Context: an optimization exercise on an open-source flow, tuned for small area, a short achievable clock period and few clock cycles per item. The choices shown serve that exercise and are no tape-out recipe. Function was checked by simulation only, so behaviour that the tests miss may differ from the original. Power and IR drop assume default switching activity.

==> flow/design.v <==
package ahbmx_pkg;
  localparam int ADDR_W    = 32;    
  localparam int DATA_W    = 32;    
  localparam int MEM_WORDS = 64;    
  typedef enum logic [1:0] {
    IDLE   = 2'b00,
    BUSY   = 2'b01,
    NONSEQ = 2'b10,
    SEQ    = 2'b11
  } htrans_e;
  typedef enum logic {
    OKAY  = 1'b0,
    ERROR = 1'b1
  } hresp_e;
  typedef enum logic [2:0] {
    BYTE = 3'b000,
    HALF = 3'b001,
    WORD = 3'b010
  } hsize_e;
  typedef struct packed {
    logic              sel;
    logic [ADDR_W-1:0] addr;
    htrans_e           trans;
    logic              write;
    hsize_e            size;
  } ahb_addr_t;
  typedef struct packed {
    logic   readyout;
    hresp_e resp;
  } ahb_resp_t;
  typedef enum logic {
    IDLE_PHASE = 1'b0,
    DATA_PHASE = 1'b1
  } arb_state_e;
endpackage
`timescale 1ns/1ns
module ahbmx_out_stage
#(
  parameter int NBK = 4                   
)
(
  input  logic [NBK-1:0][31:0] brd,       
  input  logic [NBK-1:0]       bsel,      
  output logic [31:0]          rdata
);
  always_comb
  begin
    rdata = '0;
    for (int b = 0; b < NBK; b++)
      rdata = rdata | (brd[b] & {32{bsel[b]}});
  end
endmodule
`timescale 1ns/1ns
module ahbmx_sram
#(
  parameter int NW = 16                   
)
(
  input  logic [NW-1:0][31:0] words,
  input  logic [NW-1:0]       sel,        
  output logic [31:0]         rdata
);
  always_comb
  begin
    rdata = '0;
    for (int i = 0; i < NW; i++)
      rdata = rdata | (words[i] & {32{sel[i]}});
  end
endmodule
`timescale 1ns/1ns
module ahbmx
(
  input  logic        HCLK,
  input  logic        HRESETn,
  input  logic        m0_hsel,
  input  logic [31:0] m0_haddr,
  input  logic [1:0]  m0_htrans,
  input  logic        m0_hwrite,
  input  logic [2:0]  m0_hsize,
  input  logic [31:0] m0_hwdata,
  input  logic        m0_hready,
  output logic        m0_hreadyout,
  output logic        m0_hresp,
  output logic [31:0] m0_hrdata,
  input  logic        m1_hsel,
  input  logic [31:0] m1_haddr,
  input  logic [1:0]  m1_htrans,
  input  logic        m1_hwrite,
  input  logic [2:0]  m1_hsize,
  input  logic [31:0] m1_hwdata,
  input  logic        m1_hready,
  output logic        m1_hreadyout,
  output logic        m1_hresp,
  output logic [31:0] m1_hrdata
);
  localparam int BB  = 2;           
  localparam int NBK = 1 << BB;     
  localparam int WB  = 6 - BB;      
  localparam int NW  = 1 << WB;     
  logic [1:0]       sel;
  logic [1:0][31:0] addr;
  logic [1:0][1:0]  trans;
  logic [1:0]       write;
  logic [1:0][2:0]  size;
  logic [1:0][31:0] wdata;
  logic [1:0]       ready;
  assign sel   = {m1_hsel,   m0_hsel};
  assign addr  = {m1_haddr,  m0_haddr};
  assign trans = {m1_htrans, m0_htrans};
  assign write = {m1_hwrite, m0_hwrite};
  assign size  = {m1_hsize,  m0_hsize};
  assign wdata = {m1_hwdata, m0_hwdata};
  assign ready = {m1_hready, m0_hready};
  logic [1:0]       ro_q;       
  logic [1:0]       rs_q;       
  logic [1:0]       wait_q;     
  logic [1:0]       err1_q;     
  logic [1:0]       srv_q;      
  logic [1:0][5:0]  word_q;     
  logic [1:0][3:0]  be_q;       
  logic [1:0]       wr_q;       
  logic             prio_q;     
  logic             win1_q;     
  logic [1:0][3:0]  hrb_q;      
  logic [31:0] mem [64];
  logic [1:0]       acc;        
  logic [1:0]       inr;        
  logic [1:0]       cv;         
  logic [1:0]       ok;         
  logic [1:0][5:0]  cw;
  logic [1:0][3:0]  cbe;
  logic [1:0]       cwr;
  logic [1:0][3:0]  be_in;
  logic             clash;
  logic             win1;       
  logic [1:0]       go;
  logic [1:0]       haz;        
  logic [1:0]       blk;        
  logic [1:0]       wen;        
  always_comb
  begin
    for (int p = 0; p < 2; p++)
    begin
      acc[p] = sel[p] & trans[p][1] & ready[p];
      inr[p] = ~|addr[p][31:8];
      case (size[p])
        3'd0:    be_in[p] = 4'b0001 << addr[p][1:0];
        3'd1:    be_in[p] = addr[p][1] ? 4'b1100 : 4'b0011;
        default: be_in[p] = 4'b1111;
      endcase
      cv[p]  = wait_q[p] | acc[p];          
      cw[p]  = wait_q[p] ? word_q[p] : addr[p][7:2];
      cbe[p] = wait_q[p] ? be_q[p]   : be_in[p];
      cwr[p] = wait_q[p] ? wr_q[p]   : write[p];
    end
    for (int p = 0; p < 2; p++)
    begin
      ok[p]  = wait_q[p] | inr[p];
      haz[p] = ~cwr[p] & ((wen[0] & (word_q[0] == cw[p])) |
                          (wen[1] & (word_q[1] == cw[p])));
    end
    for (int p = 0; p < 2; p++)
      blk[p] = cwr[p] & wait_q[1-p] & ~wr_q[1-p] & haz[1-p] & (word_q[1-p] == cw[p]);
    clash = cv[0] & cv[1] & (cwr[0] == cwr[1]) & (cw[0][BB-1:0] == cw[1][BB-1:0]);
    win1  = win1_q;
    go[0] = cv[0] & ~(clash & win1)  & ~haz[0] & ~blk[0];
    go[1] = cv[1] & ~(clash & ~win1) & ~haz[1] & ~blk[1];
  end
  always_ff @(posedge HCLK)
  begin
    if (!HRESETn)
    begin
      ro_q   <= 2'b11;
      rs_q   <= 2'b00;
      wait_q <= 2'b00;
      err1_q <= 2'b00;
      srv_q  <= 2'b00;
      prio_q <= 1'b0;
      win1_q <= 1'b0;
    end
    else
    begin
      for (int p = 0; p < 2; p++)
      begin
        wait_q[p] <= cv[p] & ~go[p] & ok[p];
        srv_q[p]  <= go[p] & ok[p];
        err1_q[p] <= acc[p] & ~inr[p];
        if (acc[p] & ~inr[p])
        begin
          ro_q[p] <= 1'b0;                  
          rs_q[p] <= 1'b1;
        end
        else if (err1_q[p])
        begin
          ro_q[p] <= 1'b1;                  
          rs_q[p] <= 1'b1;
        end
        else
        begin
          ro_q[p] <= ~(cv[p] & ~go[p]);     
          rs_q[p] <= 1'b0;
        end
      end
      if (clash)
        prio_q <= ~win1;
      win1_q <= (cv[1] & ~go[1] & ok[1]) |
                (~(cv[0] & ~go[0] & ok[0]) & (clash ? ~win1 : prio_q));
    end
  end
  always_ff @(posedge HCLK)
  begin
    for (int p = 0; p < 2; p++)
    begin
      if (!wait_q[p])
      begin
        word_q[p] <= addr[p][7:2];
        be_q[p]   <= be_in[p];
        wr_q[p]   <= write[p];
        for (int b = 0; b < NBK; b++)
          hrb_q[p][b] <= ~write[p] & (addr[p][2 +: BB] == b);
      end
    end
  end
  logic [NBK-1:0][31:0]   bwd;      
  assign wen = srv_q & wr_q;
  always_comb
  begin
    for (int b = 0; b < NBK; b++)
      bwd[b] = (wen[1] && word_q[1][BB-1:0] == b) ? wdata[1] : wdata[0];
  end
  always_ff @(posedge HCLK)
  begin
    for (int i = 0; i < 64; i++)
      for (int j = 0; j < 4; j++)
        if ((wen[0] && word_q[0] == i && be_q[0][j]) ||
            (wen[1] && word_q[1] == i && be_q[1][j]))
          mem[i][j*8 +: 8] <= bwd[i % NBK][j*8 +: 8];
  end
  logic [1:0][NBK-1:0]   rdb;      
  logic [1:0][NW-1:0]    wdec;     
  logic [1:0][NBK-1:0]   bdec;     
  logic [NBK-1:0]        take1;    
  logic [NBK-1:0][NW-1:0] rsel;    
  logic [NBK-1:0][NW-1:0][31:0] bwords;
  logic [NBK-1:0][31:0]  brd;      
  always_comb
  begin
    for (int p = 0; p < 2; p++)
    begin
      for (int b = 0; b < NBK; b++)
      begin
        bdec[p][b] = (cw[p][BB-1:0] == b);
        rdb[p][b]  = wait_q[p] ? hrb_q[p][b]
                               : acc[p] & ~write[p] & (addr[p][2 +: BB] == b);
      end
      for (int i = 0; i < NW; i++)
        wdec[p][i] = (cw[p][5:BB] == i);
    end
    for (int b = 0; b < NBK; b++)
    begin
      take1[b] = rdb[1][b] & (~rdb[0][b] | win1);
      rsel[b]  = take1[b] ? wdec[1] : wdec[0];
      for (int i = 0; i < NW; i++)
        bwords[b][i] = mem[i*NBK + b];
    end
  end
  for (genvar b = 0; b < NBK; b++)
  begin : g_bank
    ahbmx_sram #(.NW(NW)) u_rd (.words(bwords[b]), .sel(rsel[b]), .rdata(brd[b]));
  end
  logic [NBK-1:0][31:0]  brd_q;
  logic [1:0][NBK-1:0]   bsel_q;
  always_ff @(posedge HCLK)
  begin
    brd_q  <= brd;
    bsel_q <= bdec;
  end
  ahbmx_out_stage #(.NBK(NBK)) u_rd0 (.brd(brd_q), .bsel(bsel_q[0]), .rdata(m0_hrdata));
  ahbmx_out_stage #(.NBK(NBK)) u_rd1 (.brd(brd_q), .bsel(bsel_q[1]), .rdata(m1_hrdata));
  assign m0_hreadyout = ro_q[0];
  assign m0_hresp     = rs_q[0];
  assign m1_hreadyout = ro_q[1];
  assign m1_hresp     = rs_q[1];
endmodule
export LEC_CHECK = 0
export CAP_MARGIN = 20
export CORE_MARGIN = 2
export CORE_UTILIZATION = 50
export PLACE_DENSITY = 0.7
export SETUP_SLACK_MARGIN = 2.0
export SLEW_MARGIN = 20
export SYNTH_HIERARCHICAL = 1
export SYNTH_MINIMUM_KEEP_SIZE = 0
create_clock -name core_clock -period 5.0 [get_ports {HCLK}]
standard.sh (not shown) runs the stock make flow with config.mk's settings and CLKGATE_MAP_FILE= SYNTH_SCRIPT=/design/flow/synth_recipe.tcl, a recipe that flattens the netlist after the stock synthesis.
==> flow/flow/run.sh <==
#!/bin/bash
# Standard layout (the standard.sh), with two changes:
#  - the port buffers are plain buf cells instead of the delay cells that
#    buffer_ports picks by default; every port still gets a buffer;
#  - clock tree synthesis clusters more sinks per leaf buffer and inserts no
#    dummy loads. The tree stays balanced.
# The whole ORFS output goes to standard_flow.log; each step's log is kept
# under orfs/logs.
set -euo pipefail
export BUFFER_PORTS_ARGS="-buffer_cell sky130_fd_sc_hd__buf_2"
export CTS_ARGS="-sink_clustering_enable -repair_clock_nets -dont_use_dummy_load -sink_clustering_size 24 -sink_clustering_max_diameter 80"
bash standard.sh > standard_flow.log 2>&1
The starting point ran to the end with no violations.
Testbench counts at the start, summed over its fixed seeds: cycles 4,338, items 8,000.
Rerun with:
SETUP_SLACK_MARGIN = 2.2   (was 2.0)
Outcome: The changed run produced a clean layout; sequential share of layout area went down by 4.4 points; final cell count came out higher by about 3%; design area rose by 6.7%; register-to-register slack improved by 40 ps; die area does not change; routed wire length goes up by 20%; combinational power grows by about 30%; synthesized cell count is unchanged; first-iteration DRC count grows by 48%; core utilization rose by 3.7 points; power went up by 2.7%.
Rerun with:
CORE_UTILIZATION = 60   (was 50)
PLACE_DENSITY = 0.75   (was 0.7)
SETUP_SLACK_MARGIN = 2.0   (was 2.2)
The changed run ran to the end with no violations.
Sequential cell count is unchanged.
Maximum frequency came out lower by 1.2%.
Setup slack gets worse by 39 ps.
Worst hold slack gains 7.3 ps.
Wire length came out lower by 2.8%.
Via count came out lower by 0.78%.
Synthesized cell count does not change.
Cell count goes down by 5.6%.
Final area shrinks by 5.2%.
Synthesized area stays the same.
Rerun with:
SETUP_SLACK_MARGIN = 2.5   (was 2.0)
After rerunning: The changed run completed without violations; area after synthesis is unchanged; routed wire length grows by 12%; cell count grows by 2.6%; sequential power hardly moves; synthesized cell count is unchanged; die area does not change; critical path depth shrinks by 9; power grows by 2.1%; global-route usage grows by 3.1 points.

## re-timing with driven ports
The results above use ideal ports. As a check the final layouts listed here were re-extracted and re-timed, cells and wires unchanged.
Step 1 sets driving cells, clkbuf_16 on the clock port and buf_2 on the other inputs (assumed; they add their load-dependent delay and slew).
Step 2 moves the port delays by t, midway between the first and last clock arrival at a register: inputs arrive t later, outputs are due t later. That takes back most of the time a late clock gives input paths.
Slacks: ideal ports / drivers / drivers and shift; pairs: ideal ports / drivers.
run	t, ns	setup WS [ns]	hold slack, ns
the first run	0.800	1.876 / 1.876 / 1.316	0.464 / 0.464 / 0.464
the second run	0.836	1.883 / 1.870 / 1.034	0.453 / 0.453 / 0.453
the third run	0.829	1.844 / 1.844 / 1.073	0.460 / 0.460 / 0.460
the fourth run	0.855	1.800 / 1.715 / 1.010	0.461 / 0.461 / 0.461
After both steps every run listed still meets setup and hold. The setup slack of the second run, which loses most, moves by -0.013 ns with the drivers and by -0.849 ns with both steps.
